Source: an optimization exercise on an open RTL-to-GDS flow (aim: small area). Production flows keep margins and buffers that such runs may drop. Function was checked by simulation only, so behaviour that the tests miss may differ from the original. Power figures rest on the tool's default switching activity, not on a simulated workload.

==> job 8856 <==
==> flow/design.v <==
package cpu_pkg;
   localparam int REG_W = 32;
   localparam int REG_N = 32;
   localparam logic [4:0] REG_ZERO = 5'd0;
   localparam logic [4:0] REG_GP = 5'd28;
   localparam logic [4:0] REG_SP = 5'd29;
   localparam logic [4:0] REG_RA = 5'd31;
   localparam logic [1:0] WB_ALU = 2'b00;
   localparam logic [1:0] WB_MEM = 2'b01;
   localparam logic [1:0] WB_PC4 = 2'b10;
endpackage
import cpu_pkg::*;
module gpr_aoi222 (
   input  logic a0, b0, a1, b1, a2, b2,
   output logic y
);
   assign y = ~((a0 & b0) | (a1 & b1) | (a2 & b2));
endmodule
module gpr_and2 (
   input  logic a, b,
   output logic y
);
   assign y = a & b;
endmodule
module gpr_and3 (
   input  logic a, b, c,
   output logic y
);
   assign y = a & b & c;
endmodule
module gpr_inv (
   input  logic a,
   output logic y
);
   assign y = ~a;
endmodule
module gpr_dec2e (
   input  logic [1:0] a,
   input  logic       en,
   output logic [3:0] y
);
   for (genvar i = 0; i < 4; i++) begin : g
      assign y[i] = en && a == 2'(i);
   end
endmodule
module gpr_dec2 (
   input  logic [1:0] a,
   output logic [3:0] y
);
   for (genvar i = 0; i < 4; i++) begin : g
      assign y[i] = a == 2'(i);
   end
endmodule
module gpr_dec3 (
   input  logic [2:0] a,
   output logic [7:0] y
);
   for (genvar i = 0; i < 8; i++) begin : g
      assign y[i] = a == 3'(i);
   end
endmodule
module gpr_nand2 (
   input  logic a, b,
   output logic y
);
   assign y = ~(a & b);
endmodule
module gpr_nand11 (
   input  logic [10:0] n,
   output logic y
);
   assign y = ~&n;
endmodule
module gpr_nand11c (
   input  logic [10:0] n,
   input  logic        c,
   output logic y
);
   assign y = ~&n | c;
endmodule
module gpr_rd_bit #(
   parameter bit HAS_C = 1'b0
) (
   input  logic [30:0] sel,
   input  logic [30:0] d,
   input  logic        c,
   output logic        y
);
   logic [10:0] n;
   for (genvar g = 0; g < 10; g++) begin : g_aoi
      gpr_aoi222 u (.a0(sel[3*g]), .b0(d[3*g]), .a1(sel[3*g+1]), .b1(d[3*g+1]),
                    .a2(sel[3*g+2]), .b2(d[3*g+2]), .y(n[g]));
   end
   gpr_nand2 u_n10 (.a(sel[30]), .b(d[30]), .y(n[10]));
   if (HAS_C) begin : g_c
      gpr_nand11c u_or (.n(n), .c(c), .y(y));
   end else begin : g_nc
      gpr_nand11 u_or (.n(n), .y(y));
   end
endmodule
module gpr_file
#(
   parameter logic [REG_W-1:0] SP_INIT = 32'h0000_2FFC,
   parameter logic [REG_W-1:0] GP_INIT = 32'h0000_1800,
   parameter logic [4:0] LINK_REG = REG_RA
) (
   input  logic             clk,
   input  logic             rst_n,
   input  logic [4:0]       rd_addr_a,
   input  logic [4:0]       rd_addr_b,
   output logic [REG_W-1:0] rd_data_a,
   output logic [REG_W-1:0] rd_data_b,
   input  logic             wr_en,
   input  logic             wr_link,
   input  logic [4:0]       wr_addr,
   input  logic [REG_W-1:0] wr_data,
   output logic             wr_ack,
   output logic [REG_N-1:0] dirty_mask
);
   logic [REG_W-1:0] regs [1:REG_N-1];
   logic [4:0] dest;
   logic we;
   logic [3:0] wlo;
   logic [7:0] whi;
   assign dest = wr_link ? LINK_REG : wr_addr;
   assign we = wr_en && (dest != REG_ZERO);
   gpr_dec2e u_wlo (.a(dest[1:0]), .en(wr_en), .y(wlo));
   gpr_dec3 u_whi (.a(dest[4:2]), .y(whi));
   logic [REG_N-1:1] dirty;
   logic [REG_N-1:1] wr;
   for (genvar r = 1; r < REG_N; r++) begin : g_reg
      logic [1:0] wh;
      for (genvar h = 0; h < 2; h++) begin : g_half
         gpr_and2 u_wr (.a(wlo[r%4]), .b(whi[r/4]), .y(wh[h]));
         always_ff @(posedge clk)
            if (wh[h]) regs[r][16*h +: 16] <= wr_data[16*h +: 16];
      end
      assign wr[r] = wh[0];
   end
   always_ff @(posedge clk or negedge rst_n)
      if (!rst_n) begin
         dirty <= '0;
         wr_ack <= 1'b0;
      end else begin
         dirty <= dirty | wr;
         wr_ack <= we;
      end
   assign dirty_mask = {dirty, 1'b0};
   logic [4:0] ra [2];
   logic [REG_W-1:0] rv [2];
   assign ra[0] = rd_addr_a;
   assign ra[1] = rd_addr_b;
   for (genvar p = 0; p < 2; p++) begin : g_rd
      logic [3:0] lo;
      logic [7:0] hi;
      logic [30:0] sel [2];
      logic gp_c, sp_c;
      gpr_dec2 u_lo (.a(ra[p][1:0]), .y(lo));
      gpr_dec3 u_hi (.a(ra[p][4:2]), .y(hi));
      for (genvar h = 0; h < 2; h++) begin : g_half
         for (genvar r = 1; r < REG_N; r++) begin : g_sel
            gpr_and3 u (.a(lo[r%4]), .b(hi[r/4]), .c(dirty[r]), .y(sel[h][r-1]));
         end
      end
      assign gp_c = lo[REG_GP%4] && hi[REG_GP/4] && !dirty[REG_GP];
      assign sp_c = lo[REG_SP%4] && hi[REG_SP/4] && !dirty[REG_SP];
      for (genvar b = 0; b < REG_W; b++) begin : g_bit
         logic [30:0] d;
         for (genvar r = 1; r < REG_N; r++) begin : g_d
            assign d[r-1] = regs[r][b];
         end
         localparam bit HAS_C = GP_INIT[b] | SP_INIT[b];
         logic c;
         if (GP_INIT[b] && SP_INIT[b]) begin : g_c2
            assign c = gp_c | sp_c;
         end else if (GP_INIT[b]) begin : g_cg
            assign c = gp_c;
         end else begin : g_cs
            assign c = sp_c;
         end
         gpr_rd_bit #(.HAS_C(HAS_C)) u_bit (.sel(sel[b/16]), .d(d), .c(c), .y(rv[p][b]));
      end
   end
   assign rd_data_a = rv[0];
   assign rd_data_b = rv[1];
endmodule
==> flow/flow/run.sh <==
#!/bin/bash
# Standard ORFS layout (the standard.sh, standard synthesis unchanged) with two changes:
# ports are buffered with the smallest buffer cell, and clock tree synthesis uses fewer,
# larger sink clusters of clkbuf_8 and adds no dummy loads. Make's output goes to
# standard.log; each ORFS step logs under orfs/logs/.
set -euo pipefail
bash standard.sh \
  BUFFER_PORTS_ARGS="-inputs -outputs -buffer_cell sky130_fd_sc_hd__buf_1" \
  CTS_ARGS="-sink_clustering_enable -repair_clock_nets -dont_use_dummy_load -sink_clustering_size 16 -sink_clustering_max_diameter 80 -buf_list sky130_fd_sc_hd__clkbuf_8 -tree_buf sky130_fd_sc_hd__clkbuf_8 -root_buf sky130_fd_sc_hd__clkbuf_8" \
  finish > standard.log 2>&1
==> flow/standard.sh <==
#!/bin/bash
# synth_recipe.tcl (not shown) runs the flow's synth.tcl, then flattens the netlist and writes it again
# the make line also repeats each setting of config.mk as NAME=value (left out here)
make -C /OpenROAD-flow-scripts/flow DESIGN_CONFIG=/design/flow/config.mk WORK_HOME=/design/flow/orfs CLKGATE_MAP_FILE= SYNTH_SCRIPT=/design/flow/synth_recipe.tcl "${@:-finish}"
==> flow/config.mk <==
export PLATFORM = sky130hd
export DESIGN_NAME = gpr_file
export DESIGN_NICKNAME = gpr_file
export VERILOG_FILES = /design/flow/design.v
export SDC_FILE = /design/flow/constraint.sdc
export NUM_CORES = 4
export LEC_CHECK = 0
export CAP_MARGIN = 20
export CORE_MARGIN = 2
export CORE_UTILIZATION = 55
export SETUP_SLACK_MARGIN = 0.5
export SLEW_MARGIN = 20
export SYNTH_HIERARCHICAL = 1
==> flow/constraint.sdc <==
create_clock -name core_clock -period 7.0 [get_ports {clk}]
set_input_delay 1.4000 -clock core_clock [delete_from_list [all_inputs] [get_ports {clk}]]
set_output_delay 1.4000 -clock core_clock [all_outputs]
set_load 0.01 [all_outputs]
==> inputs of job 6062, as changes to job 8856 <==
==> flow/design.v, changed modules only <==
module gpr_hold (
   input  logic s, sn, d, q,
   output logic y
);
   assign y = (s & d) | (sn & q);
endmodule
module gpr_dec2 (
   input  logic [1:0] a,
   input  logic       en,
   output logic [3:0] y
);
   for (genvar i = 0; i < 4; i++) begin : g
      assign y[i] = en && a == 2'(i);
   end
endmodule
module gpr_aoi21 (
   input  logic a, b, c,
   output logic y
);
   assign y = ~((a & b) | c);
endmodule
module gpr_rd_bit #(
   parameter bit HAS_C = 1'b0
) (
   input  logic [30:0] sel,
   input  logic [30:0] d,
   input  logic        c,
   output logic        y
);
   logic [10:0] n;
   for (genvar g = 0; g < 10; g++) begin : g_aoi
      gpr_aoi222 u (.a0(sel[3*g]), .b0(d[3*g]), .a1(sel[3*g+1]), .b1(d[3*g+1]),
                    .a2(sel[3*g+2]), .b2(d[3*g+2]), .y(n[g]));
   end
   if (HAS_C) begin : g_c
      gpr_aoi21 u (.a(sel[30]), .b(d[30]), .c(c), .y(n[10]));
   end else begin : g_nc
      gpr_nand2 u (.a(sel[30]), .b(d[30]), .y(n[10]));
   end
   gpr_nand11 u_or (.n(n), .y(y));
endmodule
module gpr_file
#(
   parameter logic [REG_W-1:0] SP_INIT = 32'h0000_2FFC,
   parameter logic [REG_W-1:0] GP_INIT = 32'h0000_1800,
   parameter logic [4:0] LINK_REG = REG_RA
) (
   input  logic             clk,
   input  logic             rst_n,
   input  logic [4:0]       rd_addr_a,
   input  logic [4:0]       rd_addr_b,
   output logic [REG_W-1:0] rd_data_a,
   output logic [REG_W-1:0] rd_data_b,
   input  logic             wr_en,
   input  logic             wr_link,
   input  logic [4:0]       wr_addr,
   input  logic [REG_W-1:0] wr_data,
   output logic             wr_ack,
   output logic [REG_N-1:0] dirty_mask
);
   logic [REG_W-1:0] regs [1:REG_N-1];
   logic [4:0] dest;
   logic we;
   logic [3:0] wlo;
   logic [7:0] whi;
   assign dest = wr_link ? LINK_REG : wr_addr;
   assign we = wr_en && (dest != REG_ZERO);
   gpr_dec2 u_wlo (.a(dest[1:0]), .en(wr_en), .y(wlo));
   gpr_dec3 u_whi (.a(dest[4:2]), .y(whi));
   logic [REG_N-1:1] dirty;
   logic [REG_N-1:1] wr;
   for (genvar r = 1; r < REG_N; r++) begin : g_reg
      logic wr_n;
      logic [REG_W-1:0] nxt;
      gpr_nand2 u_wrn (.a(wlo[r%4]), .b(whi[r/4]), .y(wr_n));
      gpr_inv u_wr (.a(wr_n), .y(wr[r]));
      for (genvar b = 0; b < REG_W; b++) begin : g_bit
         gpr_hold u_hold (.s(wr[r]), .sn(wr_n), .d(wr_data[b]), .q(regs[r][b]), .y(nxt[b]));
      end
      always_ff @(posedge clk) regs[r] <= nxt;
   end
   always_ff @(posedge clk or negedge rst_n)
      if (!rst_n) begin
         dirty <= '0;
         wr_ack <= 1'b0;
      end else begin
         dirty <= dirty | wr;
         wr_ack <= we;
      end
   assign dirty_mask = {dirty, 1'b0};
   logic [4:0] ra [2];
   logic [REG_W-1:0] rv [2];
   assign ra[0] = rd_addr_a;
   assign ra[1] = rd_addr_b;
   for (genvar p = 0; p < 2; p++) begin : g_rd
      logic [3:0] lo;
      logic [7:0] hi;
      logic [30:0] sel;
      logic gp_c, sp_c;
      gpr_dec2 u_lo (.a(ra[p][1:0]), .en(1'b1), .y(lo));
      gpr_dec3 u_hi (.a(ra[p][4:2]), .y(hi));
      for (genvar r = 1; r < REG_N; r++) begin : g_sel
         gpr_and3 u (.a(lo[r%4]), .b(hi[r/4]), .c(dirty[r]), .y(sel[r-1]));
      end
      assign gp_c = lo[REG_GP%4] && hi[REG_GP/4] && !dirty[REG_GP];
      assign sp_c = lo[REG_SP%4] && hi[REG_SP/4] && !dirty[REG_SP];
      for (genvar b = 0; b < REG_W; b++) begin : g_bit
         logic [30:0] d;
         for (genvar r = 1; r < REG_N; r++) begin : g_d
            assign d[r-1] = regs[r][b];
         end
         localparam bit HAS_C = GP_INIT[b] | SP_INIT[b];
         logic c;
         if (GP_INIT[b] && SP_INIT[b]) begin : g_c2
            assign c = gp_c | sp_c;
         end else if (GP_INIT[b]) begin : g_cg
            assign c = gp_c;
         end else begin : g_cs
            assign c = sp_c;
         end
         gpr_rd_bit #(.HAS_C(HAS_C)) u_bit (.sel(sel), .d(d), .c(c), .y(rv[p][b]));
      end
   end
   assign rd_data_a = rv[0];
   assign rd_data_b = rv[1];
endmodule
// module gpr_and2 removed
// module gpr_dec2e removed
// module gpr_nand11c removed
--- a/flow/config.mk
+++ b/flow/config.mk
@@ -9,3 +9,4 @@
 export CORE_MARGIN = 2
-export CORE_UTILIZATION = 55
+export CORE_UTILIZATION = 60
+export GPL_TIMING_DRIVEN = 0
 export SETUP_SLACK_MARGIN = 0.5
==> summary of the runs <==
Job 8856 completed without violations. Job 6062 went through all stages and came out clean.
Between job 8856 and job 6062, the lower global-route usage is in job 8856 (gap 16 points).
Synthesized cell count: job 6062 is larger than job 8856 (41%).
Between job 6062 and job 8856, the lower routed wire length is in job 8856 (gap 30%, measured against job 8856).
Against job 6062, the sequential power of job 8856 is lower by about 8%.
Clock skew is the same in job 8856 and job 6062.

* * *

==> garnet: inputs <==
gpr_file, a different RTL version from the one above (not shown whole).
==> module gpr_file, before the edit <==
module gpr_file
#(
   parameter logic [REG_W-1:0] SP_INIT = 32'h0000_2FFC,
   parameter logic [REG_W-1:0] GP_INIT = 32'h0000_1800,
   parameter logic [4:0] LINK_REG = REG_RA
) (
   input  logic             clk,
   input  logic             rst_n,
   input  logic [4:0]       rd_addr_a,
   input  logic [4:0]       rd_addr_b,
   output logic [REG_W-1:0] rd_data_a,
   output logic [REG_W-1:0] rd_data_b,
   input  logic             wr_en,
   input  logic             wr_link,
   input  logic [4:0]       wr_addr,
   input  logic [REG_W-1:0] wr_data,
   output logic             wr_ack,
   output logic [REG_N-1:0] dirty_mask
);
   logic [REG_W-1:0] regs [REG_N];
   logic [4:0] dest;
   logic we;
   logic [4:0] ra [2];
   logic [REG_W-1:0] rv [2];
   assign dest = wr_link ? LINK_REG : wr_addr;
   assign we = wr_en && (dest != REG_ZERO);
   always_ff @(posedge clk or negedge rst_n)
      if (!rst_n) begin
         for (int i = 0; i < REG_N; i++) regs[i] <= '0;
         regs[REG_GP] <= GP_INIT;
         regs[REG_SP] <= SP_INIT;
         dirty_mask <= '0;
         wr_ack <= 1'b0;
      end else if (we) begin
         regs[dest] <= wr_data;
         dirty_mask[dest] <= 1'b1;
         wr_ack <= 1'b1;
      end else
         wr_ack <= 1'b0;
   assign ra[0] = rd_addr_a;
   assign ra[1] = rd_addr_b;
   for (genvar p = 0; p < 2; p++) begin : g_rd
      assign rv[p] = regs[ra[p]];
   end
   assign rd_data_a = rv[0];
   assign rd_data_b = rv[1];
endmodule
make LEC_CHECK=0 CAP_MARGIN=20 CORE_MARGIN=2 CORE_UTILIZATION=35 SETUP_SLACK_MARGIN=0.5 SLEW_MARGIN=20 finish   # period 7.0 ns
run.sh (not shown) runs the stock make flow with config.mk's settings and CLKGATE_MAP_FILE= SYNTH_SCRIPT=/design/flow/synth_recipe.tcl, a recipe that flattens the netlist after the stock synthesis.
Stock flow here: none of the scripts above is used.
==> pepper (differences from garnet) <==
--- a/flow/design.v
+++ b/flow/design.v
@@ -12,2 +12,81 @@
 import cpu_pkg::*;
+module gpr_aoi222 (
+   input  logic a0, b0, a1, b1, a2, b2,
+   output logic y
+);
+   assign y = ~((a0 & b0) | (a1 & b1) | (a2 & b2));
+endmodule
+module gpr_hold (
+   input  logic s, sn, d, q,
+   output logic y
+);
+   assign y = (s & d) | (sn & q);
+endmodule
+module gpr_and3 (
+   input  logic a, b, c,
+   output logic y
+);
+   assign y = a & b & c;
+endmodule
+module gpr_inv (
+   input  logic a,
+   output logic y
+);
+   assign y = ~a;
+endmodule
+module gpr_dec2 (
+   input  logic [1:0] a,
+   input  logic       en,
+   output logic [3:0] y
+);
+   for (genvar i = 0; i < 4; i++) begin : g
+      assign y[i] = en && a == 2'(i);
+   end
+endmodule
+module gpr_dec3 (
+   input  logic [2:0] a,
+   output logic [7:0] y
+);
+   for (genvar i = 0; i < 8; i++) begin : g
+      assign y[i] = a == 3'(i);
+   end
+endmodule
+module gpr_aoi21 (
+   input  logic a, b, c,
+   output logic y
+);
+   assign y = ~((a & b) | c);
+endmodule
+module gpr_nand2 (
+   input  logic a, b,
+   output logic y
+);
+   assign y = ~(a & b);
+endmodule
+module gpr_nand11 (
+   input  logic [10:0] n,
+   output logic y
+);
+   assign y = ~&n;
+endmodule
+module gpr_rd_bit #(
+   parameter bit HAS_C = 1'b0
+) (
+   input  logic [30:0] sel,
+   input  logic [30:0] d,
+   input  logic        c,
+   output logic        y
+);
+   logic [10:0] n;
+   for (genvar g = 0; g < 10; g++) begin : g_aoi
+      gpr_aoi222 u (.a0(sel[3*g]), .b0(d[3*g]), .a1(sel[3*g+1]), .b1(d[3*g+1]),
+                    .a2(sel[3*g+2]), .b2(d[3*g+2]), .y(n[g]));
+   end
+   if (HAS_C) begin : g_c
+      gpr_aoi21 u (.a(sel[30]), .b(d[30]), .c(c), .y(n[10]));
+   end else begin : g_nc
+      gpr_nand2 u (.a(sel[30]), .b(d[30]), .y(n[10]));
+   end
+   gpr_nand11 u_or (.n(n), .y(y));
+endmodule
 module gpr_file
@@ -31,22 +110,34 @@
 );
-   logic [REG_W-1:0] regs [REG_N];
+   logic [REG_W-1:0] regs [1:REG_N-1];
    logic [4:0] dest;
    logic we;
+   logic [3:0] wlo;
+   logic [7:0] whi;
+   assign dest = wr_link ? LINK_REG : wr_addr;
+   assign we = wr_en && (dest != REG_ZERO);
+   gpr_dec2 u_wlo (.a(dest[1:0]), .en(wr_en), .y(wlo));
+   gpr_dec3 u_whi (.a(dest[4:2]), .y(whi));
+   logic [REG_N-1:1] dirty;
+   logic [REG_N-1:1] wr;
+   for (genvar r = 1; r < REG_N; r++) begin : g_reg
+      logic wr_n;
+      logic [REG_W-1:0] nxt;
+      gpr_nand2 u_wrn (.a(wlo[r%4]), .b(whi[r/4]), .y(wr_n));
+      gpr_inv u_wr (.a(wr_n), .y(wr[r]));
+      for (genvar b = 0; b < REG_W; b++) begin : g_bit
+         gpr_hold u_hold (.s(wr[r]), .sn(wr_n), .d(wr_data[b]), .q(regs[r][b]), .y(nxt[b]));
+      end
+      always_ff @(posedge clk) regs[r] <= nxt;
+   end
+   always_ff @(posedge clk or negedge rst_n)
+      if (!rst_n) begin
+         dirty <= '0;
+         wr_ack <= 1'b0;
+      end else begin
+         dirty <= dirty | wr;
+         wr_ack <= we;
+      end
+   assign dirty_mask = {dirty, 1'b0};
    logic [4:0] ra [2];
    logic [REG_W-1:0] rv [2];
-   assign dest = wr_link ? LINK_REG : wr_addr;
-   assign we = wr_en && (dest != REG_ZERO);
-   always_ff @(posedge clk or negedge rst_n)
-      if (!rst_n) begin
-         for (int i = 0; i < REG_N; i++) regs[i] <= '0;
-         regs[REG_GP] <= GP_INIT;
-         regs[REG_SP] <= SP_INIT;
-         dirty_mask <= '0;
-         wr_ack <= 1'b0;
-      end else if (we) begin
-         regs[dest] <= wr_data;
-         dirty_mask[dest] <= 1'b1;
-         wr_ack <= 1'b1;
-      end else
-         wr_ack <= 1'b0;
    assign ra[0] = rd_addr_a;
@@ -54,3 +145,29 @@
    for (genvar p = 0; p < 2; p++) begin : g_rd
-      assign rv[p] = regs[ra[p]];
+      logic [3:0] lo;
+      logic [7:0] hi;
+      logic [30:0] sel;
+      logic gp_c, sp_c;
+      gpr_dec2 u_lo (.a(ra[p][1:0]), .en(1'b1), .y(lo));
+      gpr_dec3 u_hi (.a(ra[p][4:2]), .y(hi));
+      for (genvar r = 1; r < REG_N; r++) begin : g_sel
+         gpr_and3 u (.a(lo[r%4]), .b(hi[r/4]), .c(dirty[r]), .y(sel[r-1]));
+      end
+      assign gp_c = lo[REG_GP%4] && hi[REG_GP/4] && !dirty[REG_GP];
+      assign sp_c = lo[REG_SP%4] && hi[REG_SP/4] && !dirty[REG_SP];
+      for (genvar b = 0; b < REG_W; b++) begin : g_bit
+         logic [30:0] d;
+         for (genvar r = 1; r < REG_N; r++) begin : g_d
+            assign d[r-1] = regs[r][b];
+         end
+         localparam bit HAS_C = GP_INIT[b] | SP_INIT[b];
+         logic c;
+         if (GP_INIT[b] && SP_INIT[b]) begin : g_c2
+            assign c = gp_c | sp_c;
+         end else if (GP_INIT[b]) begin : g_cg
+            assign c = gp_c;
+         end else begin : g_cs
+            assign c = sp_c;
+         end
+         gpr_rd_bit #(.HAS_C(HAS_C)) u_bit (.sel(sel), .d(d), .c(c), .y(rv[p][b]));
+      end
    end
==> flow/flow/run.sh (new file) <==
#!/bin/bash
# Standard ORFS layout (the standard.sh, standard synthesis unchanged) with two changes:
# ports are buffered with the smallest buffer cell, and clock tree synthesis uses fewer,
# larger sink clusters of clkbuf_8 and adds no dummy loads. Make's output goes to
# standard.log; each ORFS step logs under orfs/logs/.
set -euo pipefail
bash standard.sh \
  BUFFER_PORTS_ARGS="-inputs -outputs -buffer_cell sky130_fd_sc_hd__buf_1" \
  CTS_ARGS="-sink_clustering_enable -repair_clock_nets -dont_use_dummy_load -sink_clustering_size 16 -sink_clustering_max_diameter 80 -buf_list sky130_fd_sc_hd__clkbuf_8 -tree_buf sky130_fd_sc_hd__clkbuf_8 -root_buf sky130_fd_sc_hd__clkbuf_8" \
  finish > standard.log 2>&1
==> flow/standard.sh (new file) <==
#!/bin/bash
# synth_recipe.tcl (not shown) runs the flow's synth.tcl, then flattens the netlist and writes it again
# the make line also repeats each setting of config.mk as NAME=value (left out here)
make -C /OpenROAD-flow-scripts/flow DESIGN_CONFIG=/design/flow/config.mk WORK_HOME=/design/flow/orfs CLKGATE_MAP_FILE= SYNTH_SCRIPT=/design/flow/synth_recipe.tcl "${@:-finish}"
Settings changed: CORE_UTILIZATION 35 to 50, SYNTH_HIERARCHICAL set to 1.
removed: flow/run.sh
==> notes <==
- Against pepper, the die area of garnet is higher by about 90%.
- In garnet the clock power is higher than in pepper, by about 120%.
- Against garnet, the utilization of pepper is higher by 14 points.
- In pepper the clock-buffer cell count is lower than in garnet, by 98.
- Against pepper, the routed wire length of garnet is larger by about 37%.
- pepper finished with timing, DRC and antenna clean. garnet went through all stages and came out clean.
- Sequential share of layout area: garnet is lower than pepper (5.3 points).

==> re-timing with driven ports <==
The flow's constraints put no driver on any port. The routed layouts listed below were extracted and timed again, unchanged, in two steps.
Step 1 assumes that a clkbuf_16 drives the clock port and a buf_2 every other input.
Step 2, shift: input delay + t, output delay - t, t = (earliest + latest rising clock arrival at the registers) / 2. This alone moves slack from input paths to output paths.
Slacks: no drivers / after step 1 / after step 2; pairs: no drivers / after step 1.
run	t, ns	setup slack, ns	worst slew at a driven data input, ns	cell pins on the clock port's net
job 8856	0.774	0.976 / 0.863 / 0.863	0.14	1
job 6062	0.778	1.147 / 0.993 / 0.993	0.16	1
garnet	0.850	0.405 / 0.311 / 0.311	0.16	1
pepper	0.810	1.159 / 1.049 / 1.049	0.14	1
After both steps setup and hold are still met in every run listed. The setup slack of job 6062, which loses most, moves by -0.154 ns with the drivers and by -0.154 ns with both steps.
